Background: an optimization exercise with open tools, aiming at small area and a short achievable clock period. Do not read the settings as production practice.
RTL that was checked went through simulation tests only; none was proved equivalent to the original.
No functional check of the RTL was part of run 1.
Power and IR drop assume default switching activity.

$ cat flow/run.sh
#!/bin/bash
# synth_recipe.tcl (not shown) runs the flow's synth.tcl, then flattens the netlist and writes it again
# the make line also repeats each setting of config.mk as NAME=value (left out here)
make -C /OpenROAD-flow-scripts/flow DESIGN_CONFIG=/design/flow/config.mk WORK_HOME=/design/flow/orfs CLKGATE_MAP_FILE= SYNTH_SCRIPT=/design/flow/synth_recipe.tcl finish
$ cat flow/config.mk
export PLATFORM = sky130hd
export DESIGN_NAME = frontend_top
export DESIGN_NICKNAME = frontend_top
export VERILOG_FILES = /design/flow/design.v
export SDC_FILE = /design/flow/constraint.sdc
export NUM_CORES = 4
export LEC_CHECK = 0
export ABC_CLOCK_PERIOD_IN_PS = 2500
export CAP_MARGIN = 20
export CORE_MARGIN = 2
export CORE_UTILIZATION = 55
export CTS_CLUSTER_DIAMETER = 100
export CTS_CLUSTER_SIZE = 25
export SETUP_SLACK_MARGIN = 4.2
export SLEW_MARGIN = 20
$ cat flow/constraint.sdc
create_clock -name core_clock -period 6.5 [get_ports {clk}]
set_input_delay 1.3000 -clock core_clock [delete_from_list [all_inputs] [get_ports {clk}]]
set_output_delay 1.3000 -clock core_clock [all_outputs]
set_load 0.01 [all_outputs]
$ cat flow/design.v
`timescale 1ns/1ns
`default_nettype none
module frontend_top (
    input  logic        clk,
    input  logic        rst_n,
    input  logic        inst_valid,
    input  logic [31:0] inst,
    input  logic [31:0] inst_pc,
    output logic        inst_ready,
    output logic        iss_valid,
    output logic [31:0] iss_pc,
    output logic [5:0]  iss_rob_idx,
    output logic [5:0]  iss_rd_p,
    output logic [5:0]  iss_rs1_p,
    output logic [5:0]  iss_rs2_p,
    output logic        iss_rs1_ready,
    output logic        iss_rs2_ready,
    output logic [1:0]  iss_fu,
    output logic [3:0]  iss_alu_op,
    output logic [31:0] iss_imm,
    output logic        iss_alu_src,
    output logic        iss_mem_read,
    output logic        iss_mem_write,
    output logic        iss_reg_write,
    output logic [1:0]  iss_mem_size,
    input  logic        iss_ready
);
    logic [6:0] opc;
    logic       c_r, c_i, c_l, c_s, c_u;
    assign opc = inst[6:0];
    assign c_r = (opc == 7'b0110011);
    assign c_i = (opc == 7'b0010011);
    assign c_l = (opc == 7'b0000011);
    assign c_s = (opc == 7'b0100011);
    assign c_u = (opc == 7'b0110111);
    logic        dv;
    logic        advance;
    logic        alloc;
    logic        enq;
    logic        iq_full;
    logic [5:0]  cnt;            
    typedef struct packed {
        logic [31:0] pc;
        logic [6:0]  f;
        logic [5:0]  a;
        logic [5:0]  b;
        logic [4:0]  lo;
        logic [3:0]  k;
        logic        rd;
    } ent_t;
    logic        in_needs, in_legal;
    logic        dv_n, needs_n, legal_n, full_n, cnt5_n, adv_n;
    logic        fe, pop, fc6;
    logic [3:0] in_k;
    logic [2:0] in_f3;
    logic       in_srai;
    assign in_f3   = inst[14:12];
    assign in_srai = (in_f3 == 3'b101) && (inst[31:26] == 6'b010000);
    always_comb begin
        if (c_l || c_s)
            in_k = {1'b1, c_s, 1'b0, in_f3 != 3'b000};
        else if (c_u)
            in_k = 4'b0101;
        else if (c_i)
            in_k = {2'b01, (in_f3 == 3'b110) ? 2'b10 : (in_srai ? 2'b11 : 2'b00)};
        else
            in_k = {3'b000, inst[31:25] == 7'd0 && in_f3 == 3'b100};
    end
    assign in_legal = c_r | c_i | c_l | c_s | c_u;
    assign in_needs = (c_r | c_i | c_l | c_u) && (inst[11:7] != 5'd0);
    logic nir;
    assign inst_ready = !nir;
    assign dv_n    = inst_ready ? inst_valid : dv;
    assign needs_n = inst_ready ? in_needs : d.rd;
    assign legal_n = inst_ready ? in_legal : d_legal;
    assign full_n  = !pop && (iq_full || (fc6 && enq));
    assign cnt5_n  = cnt[5] || (alloc && (&cnt[4:0]));
    assign adv_n   = dv_n && !full_n && (!cnt5_n || !needs_n);
    always_ff @(posedge clk or negedge rst_n) begin
        if (!rst_n) begin
            dv         <= 1'b0;
            advance    <= 1'b0;
            alloc      <= 1'b0;
            enq        <= 1'b0;
            iq_full    <= 1'b0;
            nir        <= 1'b0;
        end else begin
            dv         <= dv_n;
            advance    <= adv_n;
            alloc      <= adv_n && needs_n;
            enq        <= adv_n && legal_n;
            iq_full    <= full_n;
            nir        <= dv_n && !adv_n;
        end
    end
    logic [31:0]  rn;            
    logic [159:0] rj_flat;       
    logic [4:0]   d_rd;          
    always_ff @(posedge clk or negedge rst_n) begin
        if (!rst_n)
            cnt <= 6'd0;
        else if (alloc)
            cnt <= cnt + 6'd1;
    end
    assign rn[0]         = 1'b0;     
    assign rj_flat[4:0]  = 5'd0;
    for (genvar g = 1; g < 32; g++) begin : g_rat
        logic       we;
        logic       rn_q;
        logic [4:0] rj_q;
        assign we = alloc && (d_rd == 5'(g));
        always_ff @(posedge clk or negedge rst_n) begin
            if (!rst_n)
                rn_q <= 1'b0;
            else if (we)
                rn_q <= 1'b1;
        end
        always_ff @(posedge clk) begin
            if (we) rj_q <= cnt[4:0];
        end
        assign rn[g]            = rn_q;
        assign rj_flat[g*5 +: 5] = rj_q;
    end
    function automatic logic [5:0] rat_rd(input logic [4:0] r, input logic [31:0] f,
                                         input logic [159:0] t, input logic fw,
                                         input logic [4:0] c);
        rat_rd = fw ? {1'b1, c} : (f[r] ? {1'b1, t[r*5 +: 5]} : {1'b0, r});
    endfunction
    ent_t       d;
    logic       d_legal;
    ent_t       in_e;
    logic [4:0] in_rs1, in_rs2;
    logic [5:0] m1, m2;
    assign in_rs1 = inst[19:15];
    assign in_rs2 = inst[24:20];
    assign m1     = rat_rd(in_rs1, rn, rj_flat, alloc && (d_rd == in_rs1), cnt[4:0]);
    assign m2     = rat_rd(in_rs2, rn, rj_flat, alloc && (d_rd == in_rs2), cnt[4:0]);
    always_comb begin
        in_e.pc = inst_pc;
        in_e.f  = (c_r || (c_i && in_srai)) ? 7'd0 : inst[31:25];
        in_e.a  = c_u ? {1'b0, in_rs1} : m1;
        in_e.b  = (c_r || c_s) ? m2 : (c_u ? {1'b0, in_rs2} : 6'd0);
        if (c_s)
            in_e.lo = inst[11:7];
        else if (c_i || c_l)
            in_e.lo = inst[24:20];
        else if (c_u)
            in_e.lo = {2'b00, in_f3};
        else
            in_e.lo = 5'd0;
        in_e.k  = in_k;
        in_e.rd = in_needs;
    end
    always_ff @(posedge clk) begin
        if (inst_ready) begin
            d       <= in_e;
            d_rd    <= inst[11:7];
            d_legal <= in_legal;
        end
    end
    ent_t w;
    assign w = d;
    logic [60:0] q [7];          
    logic [6:0] wp, rp;          
    logic [2:0] fc;              
    logic       hv;              
    logic       refill, push;
    ent_t       qh;              
    ent_t       nx;              
    assign fc6     = (fc == 3'd6);
    assign refill  = !hv || iss_ready;
    assign pop     = iss_ready && !fe;
    assign push    = enq && !(refill && fe);
    always_comb begin
        qh = '0;
        for (int e = 0; e < 7; e++)
            if (rp[e]) qh = qh | q[e];
    end
    assign nx = fe ? w : qh;
    always_ff @(posedge clk or negedge rst_n) begin
        if (!rst_n) begin
            wp <= 7'd1;
            rp <= 7'd1;
            fc <= 3'd0;
            fe <= 1'b1;
            hv <= 1'b0;
        end else begin
            if (push) wp <= {wp[5:0], wp[6]};
            if (pop)  rp <= {rp[5:0], rp[6]};
            if (push && !pop) begin
                fc <= fc + 3'd1;
                fe <= 1'b0;
            end else if (pop && !push) begin
                fc <= fc - 3'd1;
                fe <= (fc == 3'd1);
            end
            hv <= (hv && !(iss_ready && fe)) || enq;
        end
    end
    always_ff @(posedge clk) begin
        for (int e = 0; e < 7; e++)
            if (enq && wp[e]) q[e] <= w;
    end
    logic [5:0] rob;             
    logic       sel;             
    logic [5:0] rob_n;
    logic       sel_n;
    assign rob_n = hv ? rob + {5'd0, iss_rd_p[5]} : rob;
    assign sel_n = hv ? sel ^ !iss_fu[1] : sel;
    always_ff @(posedge clk or negedge rst_n) begin
        if (!rst_n) begin
            rob <= 6'd0;
            sel <= 1'b0;
        end else if (refill) begin
            rob <= rob_n;
            sel <= sel_n;
        end
    end
    logic [2:0] h_op;
    logic       h_msz;
    assign iss_rob_idx  = rob;
    assign iss_alu_op   = {1'b0, h_op};
    assign iss_mem_size = {h_msz, 1'b0};
    assign iss_valid   = hv;
    logic nu;
    assign nu = !nx.k[3] && nx.k[2] && (nx.k[1:0] == 2'b01);
    always_ff @(posedge clk or negedge rst_n) begin
        if (!rst_n) begin
            iss_pc <= '0;
            iss_rd_p <= '0;
            iss_rs1_p <= '0;
            iss_rs2_p <= '0;
            iss_rs1_ready <= '0;
            iss_rs2_ready <= '0;
            iss_fu <= '0;
            h_op <= '0;
            iss_imm <= '0;
            iss_alu_src <= '0;
            iss_mem_read <= '0;
            iss_mem_write <= '0;
            iss_reg_write <= '0;
            h_msz <= '0;
        end else if (refill) begin
            iss_pc         <= nx.pc;
            iss_rd_p       <= nx.rd ? {1'b1, rob_n[4:0]} : 6'd0;
            iss_rs1_p      <= {nx.a[5], nx.a[4:0] & {5{!nu}}};
            iss_rs2_p      <= {nx.b[5], nx.b[4:0] & {5{!nu}}};
            iss_rs1_ready  <= !nx.a[5];
            iss_rs2_ready  <= !nx.b[5];
            iss_fu         <= nx.k[3] ? 2'd2 : {1'b0, sel_n};
            h_op           <= {nu, (nx.k[3] || nu) ? 2'b00 : nx.k[1:0]};
            iss_imm[31]    <= nx.f[6];
            iss_imm[30:25] <= nu ? nx.f[5:0]  : {6{nx.f[6]}};
            iss_imm[24:20] <= nu ? nx.b[4:0]  : {5{nx.f[6]}};
            iss_imm[19:15] <= nu ? nx.a[4:0]  : {5{nx.f[6]}};
            iss_imm[14:12] <= nu ? nx.lo[2:0] : {3{nx.f[6]}};
            iss_imm[11]    <= !nu && nx.f[6];
            iss_imm[10:5]  <= nu ? 6'd0 : nx.f[5:0];
            iss_imm[4:0]   <= nu ? 5'd0 : nx.lo;
            iss_alu_src    <= nx.k[3] || nx.k[2];
            iss_mem_read   <= nx.k[3] && !nx.k[2];
            iss_mem_write  <= nx.k[3] && nx.k[2];
            iss_reg_write  <= !(nx.k[3] && nx.k[2]);
            h_msz          <= !nx.k[3] || nx.k[0];
                end
    end
endmodule
`default_nettype wire
==> summary.txt, run 1 <==
Setup path
  – Critical path startpoint: inst[20]
  – CP Class: primary input to flop
  – Crit-path max FO: 7
  – Worst path cell trace: buf_16 > buf_12 > buf_4 > mux4_2 > o22ai_4 > a211oi_4 > a21oi_2 > a21o_1 > a22o_1
  – CP required: slightly below 7 ns
  – Worst Setup EP: d[10]
  – Worst setup SP type: primary input
  – WP data arrival: about 3.1 ns
  – CP peak stage delay: 0.41 ns
  – CP max-delay cell: mux4_2
  – Flop2flop setup slack: approximately 4.2 ns
  – Worst r2r src: alloc
  – Reg2reg end: g_rat[6].rj_q[4]
  – CP endpoint kind: flop
  – Worst R2R Path Depth: 3

Clock tree
  – CTS clk-pin slew, worst paths: 0.09 ns
  – Hold buffers post-CTS: 0
  – TritonCTS Buffers: 39
  – Clk root buf: clkbuf_16
  – Worst skew pair latency: 0.62 ns
  – Clk sinks: 811
  – CTS Buffer Depth: 3
  – Htree depth: 2
  – CTS tree: yes

Route
  – Number of iterations in the first detailed-routing pass: 5
  – Via count: 20060
  – Number of routed nets with antenna violations: 0
  – DRC Markers: 0
  – Routed len/inst: between 20 and 30 µm
  – DRT iter0 DRCs: 2104
  – Drt total wl: a little under 90000 µm
  – Via-to-Cell Ratio: 6.500

Logic synthesis
  – Synthesized area per cell: approximately 16 µm²
  – Main synth FF type: edfxtp_1
  – Post-synthesis async set-or-reset flop share: 19.98%
  – YS warnings: 2
  – Area of the mapped netlist: approximately 32000 µm²
  – Post-synth EDFFs: roughly 650
  – Yosys cell types: 70
  – Area contributors post-synth: edfxtp_1 (60%), dfrtp_1 (12%), mux4_2 (6.1%)
  – Post-synthesis sequential area ratio: a little over 70%
  – Synth top area share: between 60 and 70%
  – Synth Register Bits: 811
  – Synth area leader: edfxtp_1
  – Post-Synthesis Cells: between 2000 and 2500

Cells and area
  – Area delta synth->final: 17.26%
  – Total Nets Final: 2368
  – Post-route cell area: between 30000 and 40000 µm²
  – Share of cells above drive strength 1: around 27%
  – # fillers: approximately 4200

Placed design
  – Final Wtd Congestion: between 0.8 and 0.9
  – Placed Area: about 35000 µm²
  – DP Worst Slack: 1.969 ns
  – Post-DP HPWL: 49760 µm
  – Port Buffers: 169

Floorplan
  – Die area: 60820 µm²
  – Initial core utilization: a little under three fifths
  – Core area: a little under 60000 µm²
  – Chip width: 246.6 µm
  – Core Rows: 88
  – Ports: between 150 and 200
  – Die Span Y: 246.6 µm

Power and ir drop
  – Max VDD drop: between 0.2 and 0.3 mV
  – Pwr dens: about 290 nW/µm²
  – LEAKAGE: between 10 and 15 nW

Worst hold path
  – Hold/Removal Path Class: flop to flop
  – Worst hold start: d_legal

Global routing
  – Grt ovf: 0
  – Initial antenna violation count: 0
  – Pin count of the biggest net entering global routing: 99
  – Total GRT Usage: slightly below 30%
  – Vias in the first global route: about 20000
  – First-pass GRT wire length: 131200 µm

Run status
  – Status: no timing/DRC/antenna violations

STA
  – RSZ-0062 raised after global routing: true
  – Slew @ Worst Pin: between 1 and 1.5 ns
  – Final setup vio count: 0
  – Post-route setup slack: ~3.7 ns
  – Final Cycle Share: 42.53%
  – Final Hold Vio Count: 0
  – Worst Skew: between 0.02 and 0.03 ns
  – Max-slew violations: 0
  – Total negative slack: 0 ns
  – Clock period minus worst slack: between 2 and 3 ns
  – Max_slew headroom: 28.50%
  – FMAX: 361.7 MHz

Run
  – Number of max-cap violations: 0
-- flip-flops by register name (all words and copies together), names as in the netlist, 7 cells and up --
name	flops
iss_pc	32
iss_imm	32
g_rat.rj_q	155
wp	7
rp	7
q	427
d	61
g_rat.rn_q	31
-- critical path, delay by kind of cell --
| kind | cells | cell delay (ns) |
|---|---|---|
| compound gates | 5 | 0.97 |
| buf+inv | 3 | 0.42 |
| mux | 1 | 0.41 |
-- routing by layer --
layer	part of all wire (%)	vias up	routed length, µm	track usage [%]
met3	7.4	126	6552	3.856
met1	41	10530	36330	42.11
met2	49	876	43760	47.99
met4	2.6	0	2290	8.611
li1	-	8533	-	-
met5	0	-	0	0
-- Yosys cell counts, drive strengths merged (22+ instances only) --
cell / number
edfxtp: 648
dfrtp: 159
nand2: 118
nor2: 114
a22oi: 105
mux4: 92
clkbuf: 90
o21ai: 79
a21oi: 78
buf: 47
a222oi: 40
nand4: 40
nand3: 37
mux2i: 35
or2: 34
a22o: 29
a221oi: 26
o211ai: 25
nor2b: 22
-- kinds of logic after synthesis --
| family | synth area share [%] |
|---|---|
| flops | 72.70 |
| fa+ha+maj | 0.3478 |
| compound gates | 10.01 |
| xor+xnor | 0.6764 |
| mux | 8.224 |
| other cells | 0.01158 |
| buf+inv | 2.106 |
| simple gates | 5.921 |
-- layout make-up --
type / instances / area [µm²] / area share [%]
repair buffers: 380 / 3546 / 9.340
diodes: 1 / 2.502 / 0.006592
multi-input cells: 1043 / 8607 / 22.67
clock buffers: 66 / 1120 / 2.950
flip-flops and latches: 811 / 23570 / 62.08
inverters: 16 / 118.9 / 0.3131
clock inverters: 4 / 45.04 / 0.1187
well taps: 765 / 957.2 / 2.521
-- worst min-delay path by stage --
stage / endpoint / slack [ns] / cells past startpoint
3_5_place_dp: iss_alu_src / 0.46 / 2
2_1_floorplan: d_legal / 0.43 / 2
3_3_place_gp: iss_alu_src / 0.45 / 2
6_report: d_legal / 0.47 / 2
5_1_grt: wp[0] / 0.50 / 2
4_1_cts: d_legal / 0.46 / 2
-- repair_timing --
action,CTS,global route
setup buffers,116,46
cloned,15,3
endpoints found under the setup margin,377,256
resized for setup,641,61
pin swaps,42,31
endpoints found under the hold margin,0,0
-- report_power, final --
part           switching, mW  internal, mW  leakage [nW]
Combinational           1.14         0.899          5.29
Clock                   1.60          1.21         0.559
Sequential             0.183          5.89          7.95
Total                   2.92          7.99          13.8
-- per-stage QoR --
step | power, mW | utilization, % | std cells | hold WS [ns]
6_report | 10.92 | 65.55 | 3086 | 0.4745
5_1_grt | 11.35 | 65.54 | 3085 | 0.4978
3_3_place_gp | 7.891 | 60.11 | 2835 | 0.4520
2_1_floorplan | 7.097 | - | 2004 | 0.4272
4_1_cts | 10.83 | 64.54 | 3036 | 0.4629
3_5_place_dp | 7.925 | 60.11 | 2835 | 0.4565
-- cells in the final DEF, fill, tap and decap left out, types with 31 or more instances in the layout --
master	instances
a22oi_1	102
edfxtp_1	648
mux2i_1	31
buf_4	164
buf_6	38
a21oi_1	71
mux4_2	91
clkbuf_16	43
buf_2	86
o21ai_0	68
nand4_1	40
nor2_1	99
nand3_1	36
or2_2	34
clkdlybuf4s50_1	38
nand2_1	113
dfrtp_1	148
a222oi_1	40
==> run 2: changes to the inputs <==
--- a/flow/design.v
+++ b/flow/design.v
@@ -70,7 +70,7 @@
     assign in_needs = (c_r | c_i | c_l | c_u) && (inst[11:7] != 5'd0);
-    logic nir;
+    logic nir, ld;
     assign inst_ready = !nir;
-    assign dv_n    = inst_ready ? inst_valid : dv;
-    assign needs_n = inst_ready ? in_needs : d.rd;
-    assign legal_n = inst_ready ? in_legal : d_legal;
+    assign dv_n    = ld ? inst_valid : dv;
+    assign needs_n = ld ? in_needs : d.rd;
+    assign legal_n = ld ? in_legal : d_legal;
     assign full_n  = !pop && (iq_full || (fc6 && enq));
@@ -86,2 +86,3 @@
             nir        <= 1'b0;
+            ld         <= 1'b1;
         end else begin
@@ -93,2 +94,3 @@
             nir        <= dv_n && !adv_n;
+            ld         <= !dv_n || adv_n;
         end
@@ -124,5 +126,4 @@
     function automatic logic [5:0] rat_rd(input logic [4:0] r, input logic [31:0] f,
-                                         input logic [159:0] t, input logic fw,
-                                         input logic [4:0] c);
-        rat_rd = fw ? {1'b1, c} : (f[r] ? {1'b1, t[r*5 +: 5]} : {1'b0, r});
+                                         input logic [159:0] t, input logic nr);
+        rat_rd = (f[r] && !nr) ? {1'b1, t[r*5 +: 5]} : {1'b0, r};
     endfunction
@@ -130,9 +131,11 @@
     logic       d_legal;
+    logic       d_fw1, d_fw2;
+    logic [4:0] last;            
     ent_t       in_e;
     logic [4:0] in_rs1, in_rs2;
-    logic [5:0] m1, m2;
     assign in_rs1 = inst[19:15];
     assign in_rs2 = inst[24:20];
-    assign m1     = rat_rd(in_rs1, rn, rj_flat, alloc && (d_rd == in_rs1), cnt[4:0]);
-    assign m2     = rat_rd(in_rs2, rn, rj_flat, alloc && (d_rd == in_rs2), cnt[4:0]);
+    always_ff @(posedge clk) begin
+        if (alloc) last <= cnt[4:0];
+    end
     always_comb begin
@@ -140,4 +143,4 @@
         in_e.f  = (c_r || (c_i && in_srai)) ? 7'd0 : inst[31:25];
-        in_e.a  = c_u ? {1'b0, in_rs1} : m1;
-        in_e.b  = (c_r || c_s) ? m2 : (c_u ? {1'b0, in_rs2} : 6'd0);
+        in_e.a  = rat_rd(in_rs1, rn, rj_flat, c_u);
+        in_e.b  = rat_rd(in_rs2, rn, rj_flat, !(c_r || c_s));
         if (c_s)
@@ -154,3 +157,3 @@
     always_ff @(posedge clk) begin
-        if (inst_ready) begin
+        if (ld) begin
             d       <= in_e;
@@ -158,2 +161,4 @@
             d_legal <= in_legal;
+            d_fw1   <= alloc && (d_rd == in_rs1) && !c_u;
+            d_fw2   <= alloc && (d_rd == in_rs2) && (c_r || c_s);
         end
@@ -161,3 +166,9 @@
     ent_t w;
-    assign w = d;
+    logic w_useb;                
+    assign w_useb = (d.k[3] == d.k[2]) || (!d.k[3] && d.k[2] && d.k[1:0] == 2'b01);
+    always_comb begin
+        w   = d;
+        w.a = d_fw1 ? {1'b1, last} : d.a;
+        w.b = !w_useb ? 6'd0 : (d_fw2 ? {1'b1, last} : d.b);
+    end
     logic [60:0] q [7];          
==> summary.txt, run 2 <==
Run status
  – Status: no timing/DRC/antenna violations

Floorplan
  – Chip width: 247.6 µm (+0.39%)
  – Core Rows: 89 (+1.1%)
  – Core area: 58800 µm² (+1.5%)
  – Initial core utilization: 55.50% (-0.40 points)
  – Ports: 172 (unchanged)
  – Die Span Y: 247.6 µm (+0.39%)
  – Die area: 61300 µm² (+0.79%)

Logic synthesis
  – Post-Synthesis Cells: 2019 (+0.80%)
  – Area contributors post-synth: edfxtp_1 (60%), dfrtp_1 (12%), mux4_2 (4.9%)
  – Synth Register Bits: 819 (+0.99%)
  – Post-synthesis mux area share: 8.098% (-0.13 points)
  – Largest family of logic cells by synthesized area: compound AO/OA/AOI/OAI gates
  – Post-synthesis simple-gate area fraction: 5.951% (+0.030 points)
  – Post-synthesis async set-or-reset flop share: 19.90% (-0.073 points)
  – Main synth FF type: edfxtp_1
  – Synth area leader: edfxtp_1
  – Synthesized area per cell: 16.16 µm² (about the same)
  – Post-Synth XOR/XNOR Area: 0.6710% (-0.0054 points)
  – Post-synthesis adder-cell area fraction: 0.3451% (-0.0028 points)
  – Area of the mapped netlist: 32630 µm² (+0.80%)
  – Post-synth EDFFs: 655 (+1.1%)
  – Commonest cells in the netlist: edfxtp_1 (655), dfrtp_1 (159), nor2_1 (122)
  – YS warnings: 2 (unchanged)
  – Yosys cell types: 72 (+2.9%)
  – Top-count cell post-synth: edfxtp_1
  – Synth Area in Compound Gates: 9.858% (-0.15 points)
  – Synth top area share: 60.27% (+0.17 points)
  – Post-synthesis sequential area ratio: 72.85% (+0.15 points)

Setup path
  – CP peak stage delay: 0.54 ns (+0.13 ns)
  – CP max-delay cell: mux4_2
  – Worst path cell trace: buf_16 > mux4_2 > mux4_2 > o211ai_4 > mux2_4
  – Worst setup SP type: primary input
  – CP required: 6.86 ns (about the same)
  – Most frequent CP cell: mux4_2
  – Crit-path max FO: 6 (-1)
  – CP Class: primary input to flop
  – CP endpoint kind: flop
  – WP data arrival: 3.09 ns (-0.02 ns)

STA
  – Total negative slack: 0 ns (unchanged)
  – Max_slew headroom: 36.27% (+7.8 points)
  – Clock period minus worst slack: 2.727 ns (-0.03701 ns)
  – RSZ-0062 raised after global routing: true
  – Max-slew violations: 0 (unchanged)
  – FMAX: 366.7 MHz (+1.4%)
  – Slew @ Worst Pin: 0.9559 ns (-0.1166 ns)
  – Worst Skew: 0.02904 ns (-0.0008983 ns)
  – Final Cycle Share: 41.96% (-0.57 points)
  – Final setup vio count: 0 (unchanged)
  – Final Hold Vio Count: 0 (unchanged)

Power and ir drop
  – LEAKAGE: 13.75 nW (-0.40%)
  – Combinational power share: 18.5% (-0.2 points)
  – Sequential group share of total power: 56.1% (+0.5 points)
  – Switching share of power: 26.96% (+0.19 points)
  – Pwr dens: 285.2 nW/µm² (-0.80%)
  – Max VDD drop: 0.2580 mV (-5.7%)
  – Switching pwr: 2.943 mW (+0.72%)
  – Clock share of power: 25.4% (-0.3 points)
  – Int Power: 7.974 mW (-0.25%)

Cells and area
  – Total Nets Final: 2375 (+0.30%)
  – Area delta synth->final: 17.28% (about the same)
  – Most flops, register: q
  – Share of cells above drive strength 1: 26.57% (-0.46 points)
  – # fillers: 4226 (+0.91%)
  – Final core occ: 65.09% (-0.45 points)
  – Commonest non-fill, non-tap cell in the layout: edfxtp_1
  – Max reg flops: 427 (unchanged)
  – Biggest registers after layout: q x427, g_rat.rj_q x155, d x61
  – Most frequent cells in the layout: edfxtp_1 (655), dfrtp_1 (148), buf_4 (136), nor2_1 (114), a22oi_1 (107)
  – Post-route cell area: 38270 µm² (+0.82%)

Placed design
  – Port Buffers: 169 (unchanged)
  – Post-DP HPWL: 48730 µm (-2.1%)
  – Placed Area: 35060 µm² (+0.71%)
  – Final Wtd Congestion: 0.8600 (-3.7%)

Global routing
  – Pin count of the biggest net entering global routing: 86 (-13%)
  – First-pass GRT wire length: 128600 µm (-2.0%)
  – Vias in the first global route: 19480 (-2.8%)
  – Total GRT Usage: 28.73% (-0.75 points)
  – Initial antenna violation count: 2 (+2)
  – Grt ovf: 0 (unchanged)

Route
  – Via-to-Cell Ratio: 6.366 (-2.1%)
  – Number of routed nets with antenna violations: 0 (unchanged)
  – DRT iter0 DRCs: 2224 (+5.7%)
  – Number of iterations in the first detailed-routing pass: 6 (+1)
  – Routed len/inst: 28.74 µm (-0.27%)
  – Drt total wl: 89090 µm (+0.18%)
  – DRC Markers: 0 (unchanged)
  – Via count: 19740 (-1.6%)

Clock tree
  – Clk sinks: 819 (+0.99%)
  – CTS clk-pin slew, worst paths: 0.10 ns (about the same)
  – TritonCTS Buffers: 39 (unchanged)
  – Htree depth: 2 (unchanged)
  – Worst skew pair latency: 0.60 ns (-0.02 ns)
  – CTS tree: yes
  – CTS Buffer Depth: 3 (unchanged)
  – Clk root buf: clkbuf_16

Worst hold path
  – Hold/Removal Path Class: flop to flop

Run
  – Number of max-cap violations: 0 (unchanged)
run 2: cell types whose count changed after synthesis, moves of 8 or more:
cell      delta
mux2_2      +20
mux4_2      -17
o22ai_1     +13
a22o_1      -11
nand3_1     -11
a221oi_1    -10
nand2_1     -10
a222oi_1     +8
and2_1       +8
nor2_1       +8
nor2b_1      -8
run 2: per-stage QoR:
stage | cells | total power, mW | worst slack, ns | hold slack (ns)
global placement | 2861 | 7.935 | 2.310 | 0.4556
global route | 3099 | 11.33 | 3.751 | 0.4990
CTS | 3037 | 10.82 | 3.856 | 0.4817
finish | 3100 | 10.92 | 3.773 | 0.4838
detailed placement | 2861 | 7.980 | 2.238 | 0.4649
floorplan | 2020 | 7.152 | 3.263 | 0.4424
run 2: layout make-up:
| type | count | area [µm²] | share of cell area, % |
|---|---|---|---|
| sequential | 819 | 23810 | 62.20 |
| multi-input combinational | 1051 | 8708 | 22.75 |
| timing repair buffer | 364 | 3538 | 9.245 |
| clock buffer | 65 | 1074 | 2.805 |
| tap | 773 | 967.2 | 2.527 |
| inverter | 22 | 121.4 | 0.3171 |
| clock inverter | 4 | 47.55 | 0.1242 |
| timing repair inverter | 1 | 8.758 | 0.02288 |
| antenna | 1 | 2.502 | 0.006538 |
run 2: power by group through the flow:
stage / sequential, mW / combinational (mW) / clock, mW
floorplan: 6.29 / 0.866 / 0
global placement: 6.24 / 1.70 / 0
detailed placement: 6.25 / 1.73 / 0
CTS: 6.12 / 1.89 / 2.81
global route: 6.15 / 2.19 / 2.99
finish: 6.13 / 2.02 / 2.77
run 2: worst paths after layout:
path / start / end / slack [ns] / cells past startpoint
min in group asynchronous: rst_n / iss_pc[3] / 0.78 / 1
setup / recovery: inst[20] / d[10] / 3.77 / 5
setup reg to reg: rp[4] / iss_imm[24] / 4.15 / 9
hold / removal: wp[0] / wp[0] / 0.48 / 2
max in group asynchronous: rst_n / hv / 4.60 / 2
hold reg to reg: wp[0] / wp[0] / 0.48 / 2
run 2: worst max-delay path, delay by kind of cell:
family                 cells  cell delay [ns]
muxes                      3             1.37
AOI/OAI and AO/OA          1             0.29
buffers and inverters      1             0.12
run 2: logic make-up (layout without fill, tap and decap cells):
kind of cell / count (synthesis) / after routing
flip-flops: 819 / 819
AO/OA/AOI/OAI: 450 / 451
AND/OR/NAND/NOR: 404 / 410
buffers and inverters: 157 / 456
multiplexers: 154 / 154
XOR/XNOR: 25 / 25
adder cells (fa/ha/maj): 9 / 9
other: 1 / 3
run 2: routing by layer:
layer | global-route usage, % | part of all wire [%]
met5 | 0 | 0
met4 | 8.013 | 2.5
met3 | 3.828 | 6.5
met2 | 47.85 | 50
met1 | 40.24 | 41
run 2: what timing repair did:
action	CTS	global route
pin swaps	32	43
resized for setup	647	54
gates cloned	21	5
hold buffers	0	0
setup buffers	86	57
setup endpoints to repair	474	406
==> run 3: changes to the inputs <==
==> flow/flow/run.sh (new file) <==
#!/bin/bash
set -e
export BUFFER_PORTS_ARGS="-buffer_cell sky130_fd_sc_hd__buf_2"
bash standard.sh > standard.log 2>&1
==> flow/standard.sh (new file) <==
#!/bin/bash
# synth_recipe.tcl (not shown) runs the flow's synth.tcl, then flattens the netlist and writes it again
# the make line also repeats each setting of config.mk as NAME=value (left out here)
make -C /OpenROAD-flow-scripts/flow DESIGN_CONFIG=/design/flow/config.mk WORK_HOME=/design/flow/orfs CLKGATE_MAP_FILE= SYNTH_SCRIPT=/design/flow/synth_recipe.tcl "${@:-finish}"
--- a/flow/config.mk
+++ b/flow/config.mk
@@ -7,9 +7,9 @@
 export LEC_CHECK = 0
-export ABC_CLOCK_PERIOD_IN_PS = 2500
+export ABC_CLOCK_PERIOD_IN_PS = 2000
 export CAP_MARGIN = 20
 export CORE_MARGIN = 2
-export CORE_UTILIZATION = 55
+export CORE_UTILIZATION = 65
 export CTS_CLUSTER_DIAMETER = 100
 export CTS_CLUSTER_SIZE = 25
-export SETUP_SLACK_MARGIN = 4.2
+export SETUP_SLACK_MARGIN = 4.0
 export SLEW_MARGIN = 20
removed: flow/run.sh
==> summary.txt, run 3 <==
Run status
  – Status: no timing/DRC/antenna violations

Floorplan
  – Chip width: 228.1 µm (-7.9%)
  – Core Rows: 82 (-7.9%)
  – Die Span Y: 228.1 µm (-7.9%)
  – Core area: 49860 µm² (-15%)
  – Ports: 172 (unchanged)
  – Die area: 52010 µm² (-15%)
  – Initial core utilization: 65.44% (+9.9 points)

Setup path
  – Reg2reg end: q[0][43]
  – WP data arrival: 3.07 ns (-0.02 ns)
  – Worst setup SP type: primary input
  – CP required: 6.85 ns (about the same)
  – Critical path startpoint: inst[20]
  – Worst r2r src: enq
  – Flop2flop setup slack: 4.09 ns (-0.06 ns)
  – Worst R2R Path Depth: 2 (-7)
  – CP Class: primary input to flop
  – CP endpoint kind: flop
  – Worst Setup EP: d[11]
  – Crit-path max FO: 8 (+2)

Cells and area
  – Share of cells above drive strength 1: 24.14% (-2.4 points)
  – Total Nets Final: 2282 (-3.9%)
  – Commonest non-fill, non-tap cell in the layout: edfxtp_1
  – Area delta synth->final: 11.88%
  – Post-route cell area: 36510 µm² (-4.6%)
  – Most flops, register: q
  – Biggest registers after layout: q x427, g_rat.rj_q x155, d x61
  – Most frequent cells in the layout: edfxtp_1 (655), buf_2 (159), dfrtp_1 (149), nor2_1 (119), a22oi_1 (110)
  – Max reg flops: 427 (unchanged)
  – # fillers: 3178 (-25%)
  – Ant. Diodes: 0 (-1)
  – Final core occ: 73.22% (+8.1 points)

Global routing
  – GRT busiest layer: met2
  – M1 GR Usage: 44.53% (+4.3 points)
  – First-pass GRT wire length: 121800 µm (-5.3%)
  – Vias in the first global route: 19220 (-1.3%)
  – M3 GR Usage: 5.300% (+1.5 points)
  – Total GRT Usage: 31.42% (+2.7 points)
  – Grt ovf: 0 (unchanged)
  – Met2 Track Usage GR: 50.85% (+3.0 points)
  – Initial antenna violation count: 1 (-1)
  – Pin count of the biggest net entering global routing: 73 (-15%)

STA
  – Clock period minus worst slack: 2.715 ns (-0.01265 ns)
  – FMAX: 368.4 MHz (+0.47%)
  – Final Hold Vio Count: 0 (unchanged)
  – RSZ-0062 raised after global routing: true
  – Worst Skew: 0.01923 ns (-0.009809 ns)
  – Max-slew violations: 0 (unchanged)
  – Total negative slack: 0 ns (unchanged)
  – Slew @ Worst Pin: 1.105 ns (+0.1494 ns)
  – Max_slew headroom: 26.31% (-10 points)
  – Final setup vio count: 0 (unchanged)
  – Final Cycle Share: 41.77% (-0.19 points)

Power and ir drop
  – Total power: 10.49 mW (-3.9%)
  – Max VDD drop: 0.2770 mV (+7.4%)
  – Pwr dens: 287.4 nW/µm² (+0.76%)
  – LEAKAGE: 13.11 nW (-4.6%)

Run
  – Number of max-cap violations: 0 (unchanged)

Placed design
  – Port Buffers: 169 (unchanged)
  – Placed Area: 34070 µm² (-2.8%)
  – Final Wtd Congestion: 0.9198 (+7.0%)
  – Post-DP HPWL: 46320 µm (-4.9%)

Route
  – Via-to-Cell Ratio: 6.687 (+5.0%)
  – DRC Markers: 0 (unchanged)
  – DRT iter0 DRCs: 2420 (+8.8%)
  – Drt total wl: 81980 µm (-8.0%)
  – Number of iterations in the first detailed-routing pass: 6 (unchanged)
  – Via count: 19430 (-1.6%)
  – Number of routed nets with antenna violations: 0 (unchanged)
  – Routed len/inst: 28.22 µm (-1.8%)

Clock tree
  – CTS clk-pin slew, worst paths: 0.10 ns (about the same)
  – CTS tree: yes
  – Worst skew pair latency: 0.60 ns (about the same)
  – Hold buffers post-CTS: 0 (unchanged)
  – TritonCTS Buffers: 38 (-2.6%)
  – CTS Buffer Depth: 3 (unchanged)
  – Clk sinks: 819 (unchanged)
  – Clk root buf: clkbuf_16
  – Htree depth: 2 (unchanged)

Worst hold path
  – Hold/Removal Path Class: flop to flop

Logic synthesis
  – Area contributors post-synth: edfxtp_1 (60%), dfrtp_1 (12%), mux4_2 (4.9%)
  – Commonest cells in the netlist: edfxtp_1 (655), dfrtp_1 (159), nor2_1 (122)
  – Synth top area share: 60.27% (unchanged)
  – Main synth FF type: edfxtp_1
  – Synthesized area per cell: 16.16 µm² (unchanged)
  – Area of the mapped netlist: 32630 µm² (unchanged)
  – Yosys cell types: 72 (unchanged)
  – Synth area leader: edfxtp_1
  – Post-synthesis sequential area ratio: 72.85% (unchanged)
  – Top-count cell post-synth: edfxtp_1
  – Synth Register Bits: 819 (unchanged)
  – YS warnings: 2 (unchanged)
  – Post-Synthesis Cells: 2019 (unchanged)
  – Post-synth EDFFs: 655 (unchanged)
  – Post-synthesis async set-or-reset flop share: 19.90% (unchanged)
## run 3: through the flow
step	hold slack, ns	std cells	worst slack (ns)
5_1_grt	0.4998	2905	3.785
3_5_place_dp	0.4613	2757	2.235
3_3_place_gp	0.4563	2757	2.303
6_report	0.4760	2905	3.785
4_1_cts	0.4751	2884	3.838
2_1_floorplan	0.4363	2020	3.263
## run 3: power by group
| part | leakage, nW | total (mW) | switching (mW) | internal (mW) |
|---|---|---|---|---|
| clock network | 0.512 | 2.68 | 1.55 | 1.13 |
| logic | 4.58 | 1.71 | 1.04 | 0.661 |
| registers | 8.02 | 6.11 | 0.167 | 5.94 |
| total | 13.1 | 10.5 | 2.76 | 7.73 |
## run 3: cell type report
cell class              instances  area, µm²  area share (%)
multi-input cells            1045       8397           23.00
flip-flops and latches        819      23800           65.19
inverters                      22      103.9          0.2844
clock buffers                  66       1056           2.892
clock inverters                 2      25.02         0.06854
well taps                     672      840.8           2.303
repair buffers                279       2288           6.268
## run 3: worst min-delay path by stage
stage / from / to / slack [ns] / cells after the start
3_3_place_gp: iss_imm[11] / iss_imm[11] / 0.46 / 1
3_5_place_dp: cnt[5] / cnt[5] / 0.46 / 1
5_1_grt: cnt[5] / cnt[5] / 0.50 / 1
6_report: wp[0] / wp[0] / 0.48 / 2
2_1_floorplan: fc[2] / fe / 0.44 / 1
4_1_cts: cnt[5] / cnt[5] / 0.48 / 1
## run 3: critical path, stage by stage
cell     delay (ns)
buf_16         0.12
mux4_1         0.59
mux4_2         0.54
nor2_4         0.16
a21oi_1        0.07
mux2_4         0.29
## run 3: logic make-up (layout without fill, tap and decap cells)
group           Yosys count  in the layout  synth area share [%]
compound gates          450            450                 9.858
simple gates            404            405                 5.951
buf+inv                 157            369                 2.216
other cells               1              2               0.01149
mux                     154            154                 8.098
fa+ha+maj                 9              9                0.3451
flops                   819            819                 72.85
xor+xnor                 25             25                0.6710
## run 3: routing by layer
| layer | routed length (µm) | vias to the layer above |
|---|---|---|
| met4 | 2637 | 2 |
| met1 | 32440 | 9986 |
| met5 | 7 | - |
| met2 | 40200 | 946 |
| met3 | 6689 | 130 |
| li1 | - | 8362 |
## run 3: timing repair
| item | in CTS | in global routing |
|---|---|---|
| setup buffers | 50 | 18 |
| gates resized for setup | 85 | 36 |
| setup endpoints to repair | 84 | 130 |
| pin swaps | 10 | 13 |
| gates cloned | 9 | 3 |
==> run 4: changes to the inputs <==
--- a/flow/config.mk
+++ b/flow/config.mk
@@ -10,3 +10,3 @@
 export CORE_MARGIN = 2
-export CORE_UTILIZATION = 65
+export CORE_UTILIZATION = 55
 export CTS_CLUSTER_DIAMETER = 100
==> summary.txt, run 4 <==
Power and ir drop
  – Sequential group share of total power: 58.1% (about the same)
  – Clock share of power: 25.7% (+0.2 points)
  – Switching pwr: 2.798 mW (+1.3%)
  – LEAKAGE: 13.06 nW (-0.42%)
  – Int Power: 7.721 mW (-0.13%)
  – Switching share of power: 26.60% (+0.27 points)
  – Pwr dens: 287.6 nW/µm² (about the same)
  – Max VDD drop: 0.2216 mV (-20%)
  – Combinational power share: 16.2% (about the same)

Logic synthesis
  – Post-synth EDFFs: 655 (unchanged)
  – Synthesized area per cell: 16.16 µm² (unchanged)
  – Main synth FF type: edfxtp_1
  – Area contributors post-synth: edfxtp_1 (60%), dfrtp_1 (12%), mux4_2 (4.9%)
  – Area of the mapped netlist: 32630 µm² (unchanged)
  – Post-synthesis sequential area ratio: 72.85% (unchanged)
  – Synth Register Bits: 819 (unchanged)
  – Synth area leader: edfxtp_1
  – Top-count cell post-synth: edfxtp_1
  – Yosys cell types: 72 (unchanged)
  – YS warnings: 2 (unchanged)
  – Synth top area share: 60.27% (unchanged)
  – Post-synthesis async set-or-reset flop share: 19.90% (unchanged)
  – Commonest cells in the netlist: edfxtp_1 (655), dfrtp_1 (159), nor2_1 (122)
  – Post-Synthesis Cells: 2019 (unchanged)

Route
  – DRT iter0 DRCs: 2049 (-15%)
  – Drt total wl: 85510 µm (+4.3%)
  – Number of iterations in the first detailed-routing pass: 7 (+1)
  – Via-to-Cell Ratio: 6.422 (-4.0%)
  – Via count: 19300 (-0.66%)
  – Number of routed nets with antenna violations: 0 (unchanged)
  – DRC Markers: 0 (unchanged)
  – Routed len/inst: 28.46 µm (+0.84%)

Cells and area
  – # fillers: 4391 (+38%)
  – Biggest registers after layout: q x427, g_rat.rj_q x155, d x61
  – Most frequent cells in the layout: edfxtp_1 (655), buf_2 (159), dfrtp_1 (150), nor2_1 (119), a22oi_1 (108)
  – Max reg flops: 427 (unchanged)
  – Multi-input gate area: 8462 µm² (+0.77%)
  – Area delta synth->final: 12.09%
  – Most flops, register: q
  – Ant. Diodes: 0 (unchanged)
  – Share of cells above drive strength 1: 24.10% (-0.034 points)
  – Total Nets Final: 2281 (-0.044%)
  – Commonest non-fill, non-tap cell in the layout: edfxtp_1
  – Final core occ: 62.21% (-11 points)
  – Register area: 23800 µm² (about the same)

Clock tree
  – Clk sinks: 819 (unchanged)
  – CTS Buffer Depth: 3 (unchanged)
  – CTS clk-pin slew, worst paths: 0.11 ns (about the same)
  – Clk root buf: clkbuf_16
  – CTS tree: yes
  – Worst skew pair latency: 0.59 ns (about the same)
  – TritonCTS Buffers: 38 (unchanged)
  – Htree depth: 2 (unchanged)
  – Hold buffers post-CTS: 0 (unchanged)

STA
  – Max-slew violations: 0 (unchanged)
  – Final Cycle Share: 41.28% (-0.48 points)
  – Post-route setup slack: 3.817 ns (+0.03127 ns)
  – Total negative slack: 0 ns (unchanged)
  – FMAX: 372.7 MHz (+1.2%)
  – Final setup vio count: 0 (unchanged)
  – Max_slew headroom: 23.92% (-2.4 points)
  – Worst Skew: 0.01729 ns (-0.001942 ns)
  – Clock period minus worst slack: 2.683 ns (-0.03127 ns)
  – RSZ-0062 raised after global routing: true
  – Slew @ Worst Pin: 1.137 ns (+0.03157 ns)
  – Final Hold Vio Count: 0 (unchanged)

Placed design
  – Final Wtd Congestion: 0.8535 (-7.2%)
  – Post-DP HPWL: 48970 µm (+5.7%)
  – Port Buffers: 169 (unchanged)
  – DP Worst Slack: 2.222 ns (-0.01341 ns)

Global routing
  – Grt ovf: 0 (unchanged)
  – Initial antenna violation count: 1 (unchanged)
  – Vias in the first global route: 19120 (-0.53%)
  – First-pass GRT wire length: 125600 µm (+3.1%)
  – Total GRT Usage: 28.05% (-3.4 points)
  – Pin count of the biggest net entering global routing: 73 (unchanged)

Setup path
  – CP Class: primary input to flop
  – Crit-path max FO: 6 (-2)
  – Worst R2R Path Depth: 9 (+7)
  – CP required: 6.86 ns (about the same)
  – Flop2flop setup slack: 4.06 ns (-0.03 ns)
  – CP endpoint kind: flop
  – WP data arrival: 3.04 ns (-0.03 ns)
  – Worst r2r src: rp[1]
  – Worst setup SP type: primary input
  – Reg2reg end: iss_imm[18]

Floorplan
  – Ports: 172 (unchanged)
  – Core area: 58800 µm² (+18%)
  – Die area: 61300 µm² (+18%)
  – Initial core utilization: 55.50% (-9.9 points)
  – Die Span Y: 247.6 µm (+8.6%)
  – Core Rows: 89 (+8.5%)
  – Chip width: 247.6 µm (+8.6%)

Run status
  – Status: no timing/DRC/antenna violations

Worst hold path
  – Hold Path Depth: 2 (unchanged)
  – Hold/Removal Path Class: flop to flop
  – Hold Path End: wp[0]
  – Worst hold start: wp[0]

Run
  – Number of max-cap violations: 0 (unchanged)
## run 4: changes by cell type in the layout (fill, tap and decap cells not counted), sizes merged
cell    change
buf         +2
clkbuf      -4
clkinv      +1
inv         -1
nand2b      +1
## run 4: worst max-delay path, stage by stage
cell,delay (ns)
buf_16,0.12
mux4_2,0.50
mux4_2,0.55
o211ai_4,0.24
mux2_4,0.32
## run 4: layer usage
layer	track usage [%]	routed length, µm
met5	0	7
met2	45.84	42120
met1	39.81	35200
met4	8.154	2391
met3	3.925	5785
## run 4: power groups by stage
stage,logic [mW],clock network [mW],registers (mW)
finish,1.71,2.71,6.11
global route,1.86,2.94,6.14
CTS,1.69,2.77,6.11
detailed placement,1.55,0,6.23
global placement,1.52,0,6.22
floorplan,0.856,0,6.29
## run 4: metrics by stage
stage,power [mW],hold WS (ns),instances,instance area [µm²]
after detailed placement,7.781,0.4664,2862,34230
after global routing,10.93,0.4928,3005,36580
after global placement,7.743,0.4532,2862,34230
after floorplan,7.141,0.4363,2020,32870
after CTS,10.56,0.4808,2990,36350
final,10.52,0.4772,3005,36580
## run 4: final cells by class
type	count	area share (%)
flip-flops and latches	819	65.07
multi-input cells	1046	23.13
repair buffers	277	5.897
clock buffers	66	2.887
well taps	773	2.644
inverters	22	0.3010
clock inverters	2	0.06841
## run 4: cells by family (layout without fill, tap and decap cells)
kind of cell / count (synthesis) / after routing / share of synthesized area, %
simple gates: 404 / 406 / 5.951
mux: 154 / 154 / 8.098
xor+xnor: 25 / 25 / 0.6710
flops: 819 / 819 / 72.85
buf+inv: 157 / 367 / 2.216
other cells: 1 / 2 / 0.01149
compound gates: 450 / 450 / 9.858
fa+ha+maj: 9 / 9 / 0.3451
## run 4: worst max-delay path by stage
stage	slack (ns)	startpoint	endpoint	depth (start not counted)
after detailed placement	2.22	inst[15]	d[19]	7
after floorplan	3.26	inst[20]	d[10]	5
after global placement	2.22	inst[15]	d[19]	7
final	3.82	inst[20]	d[10]	5
after CTS	3.85	inst[20]	d[10]	5
after global routing	3.80	inst[20]	d[12]	6
## run 4: timing repair
| action | in CTS | in global routing |
|---|---|---|
| pin swaps | 10 | 19 |
| resized for setup | 81 | 40 |
| buffers inserted | 49 | 15 |
| endpoints found under the hold margin | 0 | 0 |
| cloned | 11 | 0 |
| setup endpoints to repair | 132 | 51 |
==> run 5: changes to the inputs <==
--- a/flow/design.v
+++ b/flow/design.v
@@ -127,3 +127,3 @@
                                          input logic [159:0] t, input logic nr);
-        rat_rd = (f[r] && !nr) ? {1'b1, t[r*5 +: 5]} : {1'b0, r};
+        rat_rd = {f[r] && !nr, t[r*5 +: 5]};
     endfunction
@@ -132,2 +132,3 @@
     logic       d_fw1, d_fw2;
+    logic [4:0] d_rs1, d_rs2;    
     logic [4:0] last;            
@@ -160,2 +161,4 @@
             d_rd    <= inst[11:7];
+            d_rs1   <= in_rs1;
+            d_rs2   <= in_rs2;
             d_legal <= in_legal;
@@ -170,4 +173,4 @@
         w   = d;
-        w.a = d_fw1 ? {1'b1, last} : d.a;
-        w.b = !w_useb ? 6'd0 : (d_fw2 ? {1'b1, last} : d.b);
+        w.a = d_fw1 ? {1'b1, last} : (d.a[5] ? d.a : {1'b0, d_rs1});
+        w.b = !w_useb ? 6'd0 : (d_fw2 ? {1'b1, last} : (d.b[5] ? d.b : {1'b0, d_rs2}));
     end
@@ -190,2 +193,4 @@
     assign nx = fe ? w : qh;
+    logic hv_n;
+    assign hv_n = (hv && !(iss_ready && fe)) || enq;
     always_ff @(posedge clk or negedge rst_n) begin
@@ -207,3 +212,3 @@
             end
-            hv <= (hv && !(iss_ready && fe)) || enq;
+            hv <= hv_n;
         end
@@ -234,3 +239,8 @@
     assign iss_mem_size = {h_msz, 1'b0};
-    assign iss_valid   = hv;
+    always_ff @(posedge clk or negedge rst_n) begin
+        if (!rst_n)
+            iss_valid <= 1'b0;
+        else
+            iss_valid <= hv_n;
+    end
     logic nu;
--- a/flow/config.mk
+++ b/flow/config.mk
@@ -13,3 +13,3 @@
 export CTS_CLUSTER_SIZE = 25
-export SETUP_SLACK_MARGIN = 4.0
+export SETUP_SLACK_MARGIN = 4.2
 export SLEW_MARGIN = 20
==> summary.txt, run 5 <==
Global routing
  – Pin count of the biggest net entering global routing: 123 (+68%)
  – Grt ovf: 0 (unchanged)
  – Total GRT Usage: 27.61% (-0.44 points)
  – Initial antenna violation count: 0 (-1)
  – Vias in the first global route: 18590 (-2.8%)
  – First-pass GRT wire length: 122100 µm (-2.7%)

Route
  – DRT iter0 DRCs: 2198 (+7.3%)
  – Routed len/inst: 28.65 µm (+0.70%)
  – Number of routed nets with antenna violations: 0 (unchanged)
  – Drt total wl: 85440 µm (about the same)
  – DRC Markers: 0 (unchanged)
  – Via-to-Cell Ratio: 6.430 (+0.13%)
  – Top sig layer: met4
  – Via count: 19180 (-0.63%)
  – Number of iterations in the first detailed-routing pass: 6 (-1)
  – WL met2: 42700 µm (+1.4%)
  – Met3 wire length: 6103 µm (+5.5%)
  – Metal-1 WL: 33820 µm (-3.9%)

Placed design
  – Final Wtd Congestion: 0.8257 (-3.3%)
  – Port Buffers: 169 (unchanged)
  – Placed Area: 34220 µm² (about the same)
  – Cells after DPL: 2771 (-3.2%)
  – Post-DP HPWL: 46420 µm (-5.2%)

Setup path
  – Critical path buffer and inverter count: 2 (+1)
  – Worst setup SP type: primary input
  – Crit-path max FO: 8 (+2)
  – Worst R2R Path Depth: 10 (+1)
  – Cell family with most CP delay: multiplexers
  – Worst path cell trace: buf_16 > buf_16 > mux4_2 > mux4_2 > mux2_2
  – Reg2reg end: iss_imm[8]
  – WP data arrival: 2.92 ns (-0.12 ns)
  – Worst Setup EP: d[12]
  – Flop2flop setup slack: 4.13 ns (+0.07 ns)
  – Critical path startpoint: inst[20]
  – CP max-delay cell: mux4_2
  – CP Class: primary input to flop
  – CP peak stage delay: 0.52 ns (-0.03 ns)
  – Worst r2r src: rp[3]
  – CP endpoint kind: flop
  – Critical path depth: 5 (unchanged)
  – CP required: 6.86 ns (about the same)

Cells and area
  – Ant. Diodes: 0 (unchanged)
  – Most frequent cells in the layout: edfxtp_1 (665), dfrtp_1 (149), buf_2 (136), a22oi_1 (125), buf_4 (121)
  – # fillers: 4228 (-3.7%)
  – Layout Cells excl Fill: 2982 (-0.77%)
  – Total Nets Final: 2257 (-1.1%)
  – Max reg flops: 427 (unchanged)
  – Area delta synth->final: 15.27%
  – Share of cells above drive strength 1: 28.56% (+4.5 points)
  – Commonest non-fill, non-tap cell in the layout: edfxtp_1
  – Most flops, register: q
  – Biggest registers after layout: q x427, g_rat.rj_q x155, d x61
  – Post-route cell area: 37510 µm² (+2.5%)

Logic synthesis
  – Main synth FF type: edfxtp_1
  – Commonest cells in the netlist: edfxtp_1 (665), dfrtp_1 (159), a22oi_1 (126)
  – Synth area leader: edfxtp_1
  – Post-synthesis async set-or-reset flop share: 19.66% (-0.24 points)
  – Synth Register Bits: 829 (+1.2%)
  – Area contributors post-synth: edfxtp_1 (61%), dfrtp_1 (12%), mux4_2 (7.4%)
  – Post-synth EDFFs: 665 (+1.5%)
  – Post-synthesis sequential area ratio: 73.99% (+1.1 points)
  – Yosys cell types: 59 (-18%)
  – Post-Synthesis Cells: 1926 (-4.6%)
  – Synth top area share: 61.38% (+1.1 points)
  – Synthesized area per cell: 16.89 µm² (+4.5%)
  – YS warnings: 2 (unchanged)
  – Area of the mapped netlist: 32540 µm² (-0.30%)
  – Top-count cell post-synth: edfxtp_1

STA
  – Final Cycle Share: 39.38% (-1.9 points)
  – Total negative slack: 0 ns (unchanged)
  – Clock period minus worst slack: 2.560 ns (-0.1235 ns)
  – Slew @ Worst Pin: 1.085 ns (-0.05187 ns)
  – Max-slew violations: 0 (unchanged)
  – Final setup vio count: 0 (unchanged)
  – FMAX: 390.6 MHz (+4.8%)
  – Final Hold Vio Count: 0 (unchanged)
  – Max_slew headroom: 27.66% (+3.7 points)
  – Worst Skew: 0.03048 ns (+0.01319 ns)
  – RSZ-0062 raised after global routing: true

Clock tree
  – Clk root buf: clkbuf_16
  – CTS Buffer Depth: 3 (unchanged)
  – CTS tree: yes
  – Hold buffers post-CTS: 0 (unchanged)
  – Worst skew pair latency: 0.60 ns (about the same)
  – TritonCTS Buffers: 39 (+2.6%)
  – CTS clk-pin slew, worst paths: 0.10 ns (about the same)
  – Clk sinks: 829 (+1.2%)
  – Htree depth: 2 (unchanged)

Run
  – Number of max-cap violations: 0 (unchanged)

Floorplan
  – Die Span Y: 247.2 µm (-0.15%)
  – Die area: 61120 µm² (-0.29%)
  – Core Rows: 89 (unchanged)
  – Chip width: 247.2 µm (-0.15%)
  – Ports: 172 (unchanged)
  – Core area: 58800 µm² (unchanged)
  – Initial core utilization: 55.34% (-0.16 points)

Power and ir drop
  – LEAKAGE: 13.31 nW (+1.9%)
  – Max VDD drop: 0.2554 mV (+15%)
  – Pwr dens: 316.7 nW/µm² (+10%)

Worst hold path
  – Hold/Removal Path Class: flop to flop

Run status
  – Status: no timing/DRC/antenna violations
run 5: worst min-delay path by stage:
stage / start / to / slack (ns) / depth (start not counted)
2_1_floorplan: cnt[5] / cnt[5] / 0.44 / 1
3_3_place_gp: rob[5] / rob[5] / 0.45 / 1
3_5_place_dp: cnt[5] / cnt[5] / 0.46 / 1
4_1_cts: cnt[5] / cnt[5] / 0.47 / 1
5_1_grt: cnt[5] / cnt[5] / 0.49 / 1
6_report: cnt[5] / cnt[5] / 0.47 / 1
run 5: cell type report:
| class | instances | area, µm² | area share [%] |
|---|---|---|---|
| timing repair buffer | 340 | 3024 | 8.063 |
| clock buffer | 67 | 1091 | 2.909 |
| sequential | 829 | 24110 | 64.28 |
| clock inverter | 3 | 33.78 | 0.09007 |
| inverter | 10 | 55.05 | 0.1468 |
| multi-input combinational | 958 | 8208 | 21.88 |
| tap | 773 | 967.2 | 2.579 |
| timing repair inverter | 2 | 17.52 | 0.04670 |
run 5: logic make-up (layout without fill, tap and decap cells):
logic type      count (synthesis)  in the layout  synth area share [%]
flops                         829            829                 73.99
compound gates                396            396                 8.630
simple gates                  362            363                 5.280
mux                           164            164                 9.291
buf+inv                       141            422                 1.807
xor+xnor                       24             24                0.6460
fa+ha+maj                       9              9                0.3461
other cells                     1              2               0.01153
run 5: report_power, final:
part	switching (mW)	total (mW)	internal [mW]
sequential	0.370	6.70	6.33
clock	1.59	2.76	1.17
combinational	1.37	2.42	1.04
run 5: stage by stage:
step                worst slack [ns]  util (%)  hold slack [ns]  total power, mW
floorplan                      3.480         -           0.4424            7.802
global placement               2.235     58.21           0.4519            8.601
detailed placement             2.189     58.21           0.4581            8.652
CTS                            3.977     62.37           0.4736            11.68
global route                   3.950     63.79           0.4858            12.37
finish                         3.940     63.79           0.4698            11.88
run 5: layer usage:
metal | GRT usage (%) | up-vias
met5 | 0 | -
met4 | 8.700 | 0
met3 | 3.690 | 133
met2 | 46.23 | 868
met1 | 38.00 | 9940
li1 | - | 8234
run 5: what timing repair did:
item                                   in CTS  in global routing
pin swaps                                   3                  5
endpoints found under the hold margin       0                  0
setup buffers                              62                 54
setup endpoints to repair                 330                233
gates resized for setup                   121                 65
gates cloned                               16                  9
==> run 6: changes to the inputs <==
--- a/flow/config.mk
+++ b/flow/config.mk
@@ -13,3 +13,3 @@
 export CTS_CLUSTER_SIZE = 25
-export SETUP_SLACK_MARGIN = 4.2
+export SETUP_SLACK_MARGIN = 4.0
 export SLEW_MARGIN = 20
==> summary.txt, run 6 <==
Clock tree
  – Clk root buf: clkbuf_16
  – Hold buffers post-CTS: 0 (unchanged)
  – CTS tree: yes
  – Htree depth: 2 (unchanged)
  – Worst skew pair latency: 0.60 ns (about the same)
  – CTS clk-pin slew, worst paths: 0.10 ns (about the same)
  – TritonCTS Buffers: 39 (unchanged)
  – CTS Buffer Depth: 3 (unchanged)
  – Clk sinks: 829 (unchanged)

Route
  – Number of iterations in the first detailed-routing pass: 6 (unchanged)
  – Number of routed nets with antenna violations: 0 (unchanged)
  – Routed len/inst: 28.81 µm (+0.56%)
  – WL met2: 41980 µm (-1.7%)
  – DRT iter0 DRCs: 2136 (-2.8%)
  – Via-to-Cell Ratio: 6.435 (about the same)
  – Top sig layer: met4
  – DRC Markers: 0 (unchanged)
  – Drt total wl: 83070 µm (-2.8%)
  – Met3 wire length: 5829 µm (-4.5%)
  – Via count: 18550 (-3.3%)
  – Metal-1 WL: 33490 µm (-0.97%)

Cells and area
  – Share of cells above drive strength 1: 23.66% (-4.9 points)
  – Max reg flops: 427 (unchanged)
  – Total Nets Final: 2155 (-4.5%)
  – Most flops, register: q
  – Area delta synth->final: 11.26%
  – Biggest registers after layout: q x427, g_rat.rj_q x155, d x61
  – Commonest non-fill, non-tap cell in the layout: edfxtp_1
  – Most frequent cells in the layout: edfxtp_1 (665), buf_2 (159), dfrtp_1 (146), a22oi_1 (126), nand2_1 (112)
  – Layout Cells excl Fill: 2883 (-3.3%)

STA
  – Final Cycle Share: 38.93% (-0.45 points)
  – Worst Skew: 0.01287 ns (-0.01761 ns)
  – FMAX: 395.1 MHz (+1.2%)
  – Max_slew headroom: 20.71% (-7.0 points)
  – Slew @ Worst Pin: 1.185 ns (+0.09989 ns)
  – Final Hold Vio Count: 0 (unchanged)
  – RSZ-0062 raised after global routing: true
  – Final setup vio count: 0 (unchanged)
  – Max-slew violations: 0 (unchanged)
  – Clock period minus worst slack: 2.531 ns (-0.02925 ns)
  – Total negative slack: 0 ns (unchanged)

Logic synthesis
  – Commonest cells in the netlist: edfxtp_1 (665), dfrtp_1 (159), a22oi_1 (126)
  – Area contributors post-synth: edfxtp_1 (61%), dfrtp_1 (12%), mux4_2 (7.4%)
  – Yosys cell types: 59 (unchanged)
  – Synthesized area per cell: 16.89 µm² (unchanged)
  – Synth Register Bits: 829 (unchanged)
  – YS warnings: 2 (unchanged)
  – Synth area leader: edfxtp_1
  – Post-synth EDFFs: 665 (unchanged)
  – Top-count cell post-synth: edfxtp_1
  – Area of the mapped netlist: 32540 µm² (unchanged)
  – Post-Synthesis Cells: 1926 (unchanged)
  – Synth top area share: 61.38% (unchanged)
  – Post-synthesis sequential area ratio: 73.99% (unchanged)
  – Post-synthesis async set-or-reset flop share: 19.66% (unchanged)
  – Main synth FF type: edfxtp_1

Power and ir drop
  – LEAKAGE: 12.65 nW (-4.9%)
  – Pwr dens: 316.7 nW/µm² (about the same)
  – Max VDD drop: 0.2340 mV (-8.4%)
  – Total power: 11.46 mW (-3.5%)

Setup path
  – Worst path cell trace: buf_16 > clkbuf_16 > mux4_2 > mux4_2 > mux2_2
  – Crit-path max FO: 6 (-2)
  – CP Class: primary input to flop
  – CP endpoint kind: flop
  – CP required: 6.86 ns (about the same)
  – CP max-delay cell: mux4_2
  – WP data arrival: 2.89 ns (-0.03 ns)
  – Worst setup SP type: primary input
  – Most frequent CP cell: mux4_2
  – CP peak stage delay: 0.50 ns (-0.02 ns)

Global routing
  – Initial antenna violation count: 1 (+1)
  – Vias in the first global route: 18420 (-0.93%)
  – Total GRT Usage: 27.35% (-0.26 points)
  – Grt ovf: 0 (unchanged)
  – First-pass GRT wire length: 121400 µm (-0.59%)
  – Pin count of the biggest net entering global routing: 84 (-32%)

Placed design
  – Final Wtd Congestion: 0.8451 (+2.3%)
  – Port Buffers: 169 (unchanged)
  – Cells after DPL: 2768 (-0.11%)
  – Post-DP HPWL: 47570 µm (+2.5%)

Run
  – Number of max-cap violations: 0 (unchanged)

Floorplan
  – Ports: 172 (unchanged)
  – Die Span Y: 247.2 µm (unchanged)
  – Core area: 58800 µm² (unchanged)
  – Die area: 61120 µm² (unchanged)
  – Chip width: 247.2 µm (unchanged)
  – Core Rows: 89 (unchanged)
  – Initial core utilization: 55.34% (unchanged)

Worst hold path
  – Hold/Removal Path Class: flop to flop

Run status
  – Status: no timing/DRC/antenna violations
## run 6: cell types whose count changed in the layout (fill, tap and decap cells not counted), moves of 6 or more
cell,change
buf_16,-6
buf_2,+23
dfrtp_2,+6
buf_6,-30
o21ai_1,+13
buf_4,-80
o21ai_2,-18
## run 6: what timing repair did
action                                  CTS  global route
endpoints found under the setup margin  117            80
pin swaps                                 2             0
gates cloned                              7             5
gates resized for setup                  65            17
setup buffers                            19            10
## run 6: worst paths after layout
path	startpoint	to	slack (ns)	depth (start not counted)
max	inst[15]	d[19]	3.97	5
min	rob[5]	rob[5]	0.47	1
max reg2reg	fe	iss_imm[22]	4.06	6
min reg2reg	rob[5]	rob[5]	0.47	1
max in group asynchronous	rst_n	rp[6]	4.72	2
min in group asynchronous	rst_n	fc[0]	0.70	1
## run 6: where the power goes
group	switching, mW	internal (mW)	leakage (nW)	total, mW
combinational	1.18	0.737	3.96	1.91
clock	1.61	1.21	0.560	2.82
sequential	0.401	6.33	8.13	6.73
## run 6: critical path: cells and delay by family
| kind | cells | cell delay (ns) |
|---|---|---|
| muxes | 3 | 1.28 |
| buffers and inverters | 2 | 0.31 |
## run 6: final cells by class
cell class,instances,area [µm²]
well taps,773,967.2
multi-input cells,958,7985
flip-flops and latches,829,24110
inverters,10,63.81
clock buffers,67,1124
fillers,4348,22600
repair buffers,240,1906
clock inverters,5,47.55
diodes,1,2.502
## run 6: logic make-up (layout without fill, tap and decap cells)
kind of cell | Yosys count | in the layout | synth area share (%)
flops | 829 | 829 | 73.99
compound gates | 396 | 396 | 8.630
simple gates | 362 | 363 | 5.280
mux | 164 | 164 | 9.291
buf+inv | 141 | 322 | 1.807
xor+xnor | 24 | 24 | 0.6460
fa+ha+maj | 9 | 9 | 0.3461
other cells | 1 | 3 | 0.01153
## run 6: metal layers
layer	vias up	global-route usage [%]
li1	8007	-
met1	9734	38.29
met2	708	46.05
met3	102	3.484
met4	0	6.851
met5	-	0
## run 6: per-stage QoR
stage	setup WS, ns	util [%]	hold WS [ns]	area, µm²
3_5_place_dp	2.519	58.07	0.4628	34140
2_1_floorplan	3.480	-	0.4394	32700
6_report	3.969	61.57	0.4743	36200
4_1_cts	3.968	61.11	0.4789	35930
5_1_grt	3.961	61.57	0.4868	36200
3_3_place_gp	2.556	58.07	0.4496	34140

## port drivers added, routing unchanged
Ports are ideal in the flow. The routed layouts listed here were re-timed in OpenROAD. Step 1 sets driving cells, clkbuf_16 on the clock port and buf_2 on the other inputs (assumed; they add their load-dependent delay and slew). Step 2 moves the port delays by t, midway between the first and last clock arrival at a register: inputs arrive t later, outputs are due t later. That takes back most of the time a late clock gives input paths. Slacks: ideal ports / drivers / drivers and shift; pairs: ideal ports / drivers.
| run | t, ns | setup slack, ns | worst slew at a driven data input, ns |
|---|---|---|---|
| run 1 | 0.667 | 3.736 / 3.546 / 2.880 | 0.29 |
| run 2 | 0.651 | 3.773 / 3.527 / 2.876 | 0.34 |
| run 3 | 0.653 | 3.785 / 3.616 / 2.962 | 0.26 |
| run 4 | 0.645 | 3.817 / 3.623 / 2.978 | 0.28 |
| run 5 | 0.643 | 3.940 / 3.774 / 3.131 | 0.23 |
| run 6 | 0.658 | 3.969 / 3.821 / 3.163 | 0.30 |
After both steps every run listed still meets setup and hold. For run 2, which loses most, drivers alone change the setup slack by -0.246 ns; drivers and shift together by -0.897 ns.
